Context: an optimization exercise on an open-source flow, tuned for small area, a short achievable clock period and few clock cycles per item. The choices shown serve that exercise and are no tape-out recipe.
The RTL was checked by simulation tests, not by an equivalence proof against the original design.

==> module divider_top, before the edit <==
module divider_top (
    input  logic        clk,
    input  logic        rst_n,
    input  logic [31:0] op1,
    input  logic [31:0] op2,
    input  logic [2:0]  funct3,
    input  logic        start,
    input  logic        ack,
    output logic [31:0] result,
    output logic        done
);
    localparam logic [1:0] S_IDLE = 2'd0;
    localparam logic [1:0] S_PREP = 2'd1;
    localparam logic [1:0] S_ITER = 2'd2;
    localparam logic [1:0] S_FIX  = 2'd3;
    logic [1:0]  st_q;
    logic [31:0] r_q;       
    logic [31:0] t_q;       
    logic [31:0] q_q;       
    logic [3:0]  cnt_q;     
    logic        rem_q;     
    logic        sgn_q;     
    logic        neg_q;     
    assign result = q_q;
    logic        sa, sb;
    logic [31:0] abs_a, abs_b;
    logic [5:0]  lz_a, lz_b;
    logic [5:0]  dlz;
    logic        b_zero, a_short;
    logic [31:0] t_init;
    logic [31:0] fast_val;
    assign sa    = sgn_q & r_q[31];
    assign sb    = sgn_q & t_q[31];
    assign abs_a = sa ? -r_q : r_q;
    assign abs_b = sb ? -t_q : t_q;
    always_comb begin
        lz_a = 6'd32;
        for (int i = 0; i < 32; i++)
            if (abs_a[i]) lz_a = 6'(31 - i);
    end
    always_comb begin
        lz_b = 6'd32;
        for (int i = 0; i < 32; i++)
            if (abs_b[i]) lz_b = 6'(31 - i);
    end
    assign b_zero = (t_q == 32'd0);
    assign dlz    = lz_b - lz_a;
    assign a_short  = lz_a > lz_b;
    assign t_init = abs_b << {dlz[4:1], 1'b0};
    assign fast_val = rem_q ? r_q : {32{b_zero}};
    logic        sa_i, sb_i;
    logic [31:0] a1_i, b1_i;
    logic [7:0]  nz_a, nz_b;
    logic [7:0]  hi_a;      
    logic [7:0]  hi_a_sh;
    logic        bz_i, short_i, fast_i;
    assign sa_i = ~funct3[0] & op1[31];
    assign sb_i = ~funct3[0] & op2[31];
    assign a1_i = op1 ^ {32{sa_i}};
    assign b1_i = op2 ^ {32{sb_i}};
    always_comb begin
        for (int g = 0; g < 8; g++) begin
            nz_a[g] = |a1_i[4*g +: 4];
            nz_b[g] = |b1_i[4*g +: 4];
        end
    end
    always_comb begin
        logic [7:0] x;
        x = nz_a;
        for (int k = 1; k < 8; k = k * 2)
            x = x | (x >> k);
        hi_a = x;
    end
    assign hi_a_sh = sa_i ? {hi_a[6:0], 1'b1} : hi_a;
    assign short_i = |(nz_b & ~hi_a_sh);
    assign bz_i    = (op2 == 32'd0);
    assign fast_i  = bz_i | short_i;
    logic [32:0] d1;
    logic [32:0] s1;
    logic [31:0] r1;
    logic        q1;
    logic [32:0] s2;
    logic [31:0] r2;
    logic        q0;
    assign d1 = {t_q, 1'b0};
    assign s1 = {1'b0, r_q} - d1;
    assign q1 = ~s1[32] & ~t_q[31];
    assign r1 = q1 ? s1[31:0] : r_q;
    assign s2 = {1'b0, r1} - {1'b0, t_q};
    assign q0 = ~s2[32];
    assign r2 = q0 ? s2[31:0] : r1;
    logic [31:0] q_shift;
    assign q_shift = {q_q[29:0], q1, q0};
    logic last;
    assign last = (cnt_q == 4'd0);
    logic accept;
    assign accept = (st_q == S_IDLE) && start;
    always_ff @(posedge clk or negedge rst_n) begin
        if (!rst_n) begin
            st_q <= S_IDLE;
            done <= 1'b0;
        end else begin
            case (st_q)
                S_IDLE: begin
                    if (start) begin
                        st_q <= fast_i ? S_IDLE : S_PREP;
                        done <= fast_i;
                    end else begin
                        done <= done & ~ack;
                    end
                end
                S_PREP: begin
                    if (b_zero || a_short) begin
                        st_q <= S_IDLE;
                        done <= 1'b1;
                    end else begin
                        st_q <= S_ITER;
                    end
                end
                S_ITER: begin
                    if (last) begin
                        if (neg_q) begin
                            st_q <= S_FIX;
                        end else begin
                            st_q <= S_IDLE;
                            done <= 1'b1;
                        end
                    end
                end
                default: begin
                    st_q <= S_IDLE;
                    done <= 1'b1;
                end
            endcase
        end
    end
    always_ff @(posedge clk) begin
        case (st_q)
            S_IDLE: begin
                r_q <= op1;
                t_q <= op2;
            end
            S_PREP: begin
                r_q <= abs_a;
                t_q <= t_init;
            end
            default: begin
                r_q <= r2;
                t_q <= {2'b00, t_q[31:2]};
            end
        endcase
        cnt_q <= (st_q == S_PREP) ? dlz[4:1] : cnt_q - 4'd1;
    end
    always_ff @(posedge clk) begin
        if (accept) begin
            rem_q <= funct3[1];
            sgn_q <= ~funct3[0];
        end
        if (st_q == S_PREP) neg_q <= rem_q ? sa : (sa ^ sb);
    end
    always_ff @(posedge clk) begin
        case (st_q)
            S_IDLE: if (start) q_q <= funct3[1] ? op1 : {32{bz_i}};
            S_PREP: q_q <= fast_val & {32{b_zero | a_short}};
            S_ITER: q_q <= (last && rem_q) ? r2 : q_shift;
            default: q_q <= -q_q;
        endcase
    end
endmodule
clock: 27.0 ns
lec_check: 0
abc_area: 1
cap_margin: 20
core_margin: 2
core_utilization: 40
slew_margin: 20
standard.sh (not shown) runs the stock make flow with config.mk's settings and CLKGATE_MAP_FILE= SYNTH_SCRIPT=/design/flow/synth_recipe.tcl, a recipe that flattens the netlist after the stock synthesis.
==> flow/flow/run.sh <==
#!/bin/bash
# Standard layout, with one extra step after placement: the port buffers become
# plain buffers instead of delay buffers, and the resizer sizes the placed
# netlist for a shorter period than the clock asks for (same constraints, a
# larger slack target). Everything else is the standard.sh.
set -euo pipefail
here=$(pwd)
res=$here/orfs/results/sky130hd/divider_top/base

bash standard.sh synth floorplan place > $here/log_1_standard_to_place.txt 2>&1

cp $res/3_place.odb $here/3_place_standard.odb
openroad -no_splash -exit $here/flow/resize.tcl > $here/log_2_resize.txt 2>&1
test -s $res/3_place.odb

bash standard.sh cts route finish > $here/log_3_standard_to_finish.txt 2>&1
test -s $here/out/final.def
==> flow/flow/resize.tcl <==
# size the placed design harder, under the design's own constraints
set P $::env(FLOW_HOME)/platforms/sky130hd
set res [pwd]/orfs/results/sky130hd/divider_top/base
read_liberty $P/lib/sky130_fd_sc_hd__tt_025C_1v80.lib
read_db [pwd]/3_place_standard.odb
read_sdc $res/3_place.sdc
source $P/setRC.tcl
set_dont_use {sky130_fd_sc_hd__probe_p_8 sky130_fd_sc_hd__probec_p_8 sky130_fd_sc_hd__lpflow_*
  sky130_fd_sc_hd__clkdlybuf4s* sky130_fd_sc_hd__dlygate* sky130_fd_sc_hd__dlymetal*}
estimate_parasitics -placement
report_worst_slack

# port buffers: plain buffers rather than delay buffers
foreach inst [[ord::get_db_block] getInsts] {
  set n [$inst getName]
  set m [[$inst getMaster] getName]
  if {([string match "input*" $n] || [string match "output*" $n]) && [string match "*clkdlybuf4s*" $m]} {
    replace_cell $n sky130_fd_sc_hd__buf_2
  }
}
estimate_parasitics -placement
report_worst_slack

# resize toward a 6 ns period; the constraints stay those of the design
repair_timing -setup -setup_margin 21.0 -skip_last_gasp
estimate_parasitics -placement
report_worst_slack
report_design_area

detailed_placement
check_placement -verbose
estimate_parasitics -placement
report_worst_slack
write_db $res/3_place.odb
Testbench counts at the start, summed over its fixed seeds: cycles 141,731, items 32,000.
Change:
--- a/flow/design.v
+++ b/flow/design.v
@@ -49,33 +49,6 @@
     assign a_short  = lz_a > lz_b;
     assign t_init = abs_b << {dlz[4:1], 1'b0};
     assign fast_val = rem_q ? r_q : {32{b_zero}};
-    logic        sa_i, sb_i;
-    logic [31:0] a1_i, b1_i;
-    logic [7:0]  nz_a, nz_b;
-    logic [7:0]  hi_a;      
-    logic [7:0]  hi_a_sh;
-    logic        bz_i, short_i, fast_i;
-    assign sa_i = ~funct3[0] & op1[31];
-    assign sb_i = ~funct3[0] & op2[31];
-    assign a1_i = op1 ^ {32{sa_i}};
-    assign b1_i = op2 ^ {32{sb_i}};
-    always_comb begin
-        for (int g = 0; g < 8; g++) begin
-            nz_a[g] = |a1_i[4*g +: 4];
-            nz_b[g] = |b1_i[4*g +: 4];
-        end
-    end
-    always_comb begin
-        logic [7:0] x;
-        x = nz_a;
-        for (int k = 1; k < 8; k = k * 2)
-            x = x | (x >> k);
-        hi_a = x;
-    end
-    assign hi_a_sh = sa_i ? {hi_a[6:0], 1'b1} : hi_a;
-    assign short_i = |(nz_b & ~hi_a_sh);
-    assign bz_i    = (op2 == 32'd0);
-    assign fast_i  = bz_i | short_i;
     logic [32:0] d1;
     logic [32:0] s1;
     logic [31:0] r1;
@@ -103,12 +76,8 @@
         end else begin
             case (st_q)
                 S_IDLE: begin
-                    if (start) begin
-                        st_q <= fast_i ? S_IDLE : S_PREP;
-                        done <= fast_i;
-                    end else begin
-                        done <= done & ~ack;
-                    end
+                    if (start) st_q <= S_PREP;
+                    done <= done & ~ack;
                 end
                 S_PREP: begin
                     if (b_zero || a_short) begin
@@ -161,7 +130,7 @@
     end
     always_ff @(posedge clk) begin
         case (st_q)
-            S_IDLE: if (start) q_q <= funct3[1] ? op1 : {32{bz_i}};
+            S_IDLE: ;
             S_PREP: q_q <= fast_val & {32{b_zero | a_short}};
             S_ITER: q_q <= (last && rem_q) ? r2 : q_shift;
             default: q_q <= -q_q;
What happened: The new run ran to the end with no violations; synthesized cell count is lower by about 5%; cell area drops by 5.8%; first-iteration DRC count shrinks by about 20%; non-clock buffer count goes down by 33; count of clock-buffer cells in the layout increases by 3; via count fell by 8.5%; global-route usage fell by 1.9 points.
Testbench counts after the change, summed over its fixed seeds: cycles 156,157, items 32,000.

[static timing again, ports no longer ideal]
How much do the figures lean on ideal ports? The routed layouts below were timed once more, with nothing changed but the port constraints. Step 1 (the two cells are an assumption about what drives the block):
set clk [get_ports {clk}]
set_driving_cell -lib_cell sky130_fd_sc_hd__clkbuf_16 $clk
set_driving_cell -lib_cell sky130_fd_sc_hd__buf_2 [delete_from_list [all_inputs] $clk]
Step 2 moves the port delays by t, midway between the first and last clock arrival at a register: inputs arrive t later, outputs are due t later. That takes back most of the time a late clock gives input paths. Three values: no drivers, after step 1, after step 2; two values: the first two.
run	t, ns	slack for setup (ns)	worst hold slack (ns)
the first run	0.425	19.816 / 19.813 / 19.388	0.461 / 0.461 / 0.461
the second run	0.430	20.591 / 20.539 / 20.847	0.491 / 0.491 / 0.491
After both steps setup and hold are still met in every run listed. The setup slack of the first run, which loses most, moves by -0.003 ns with the drivers and by -0.428 ns with both steps.
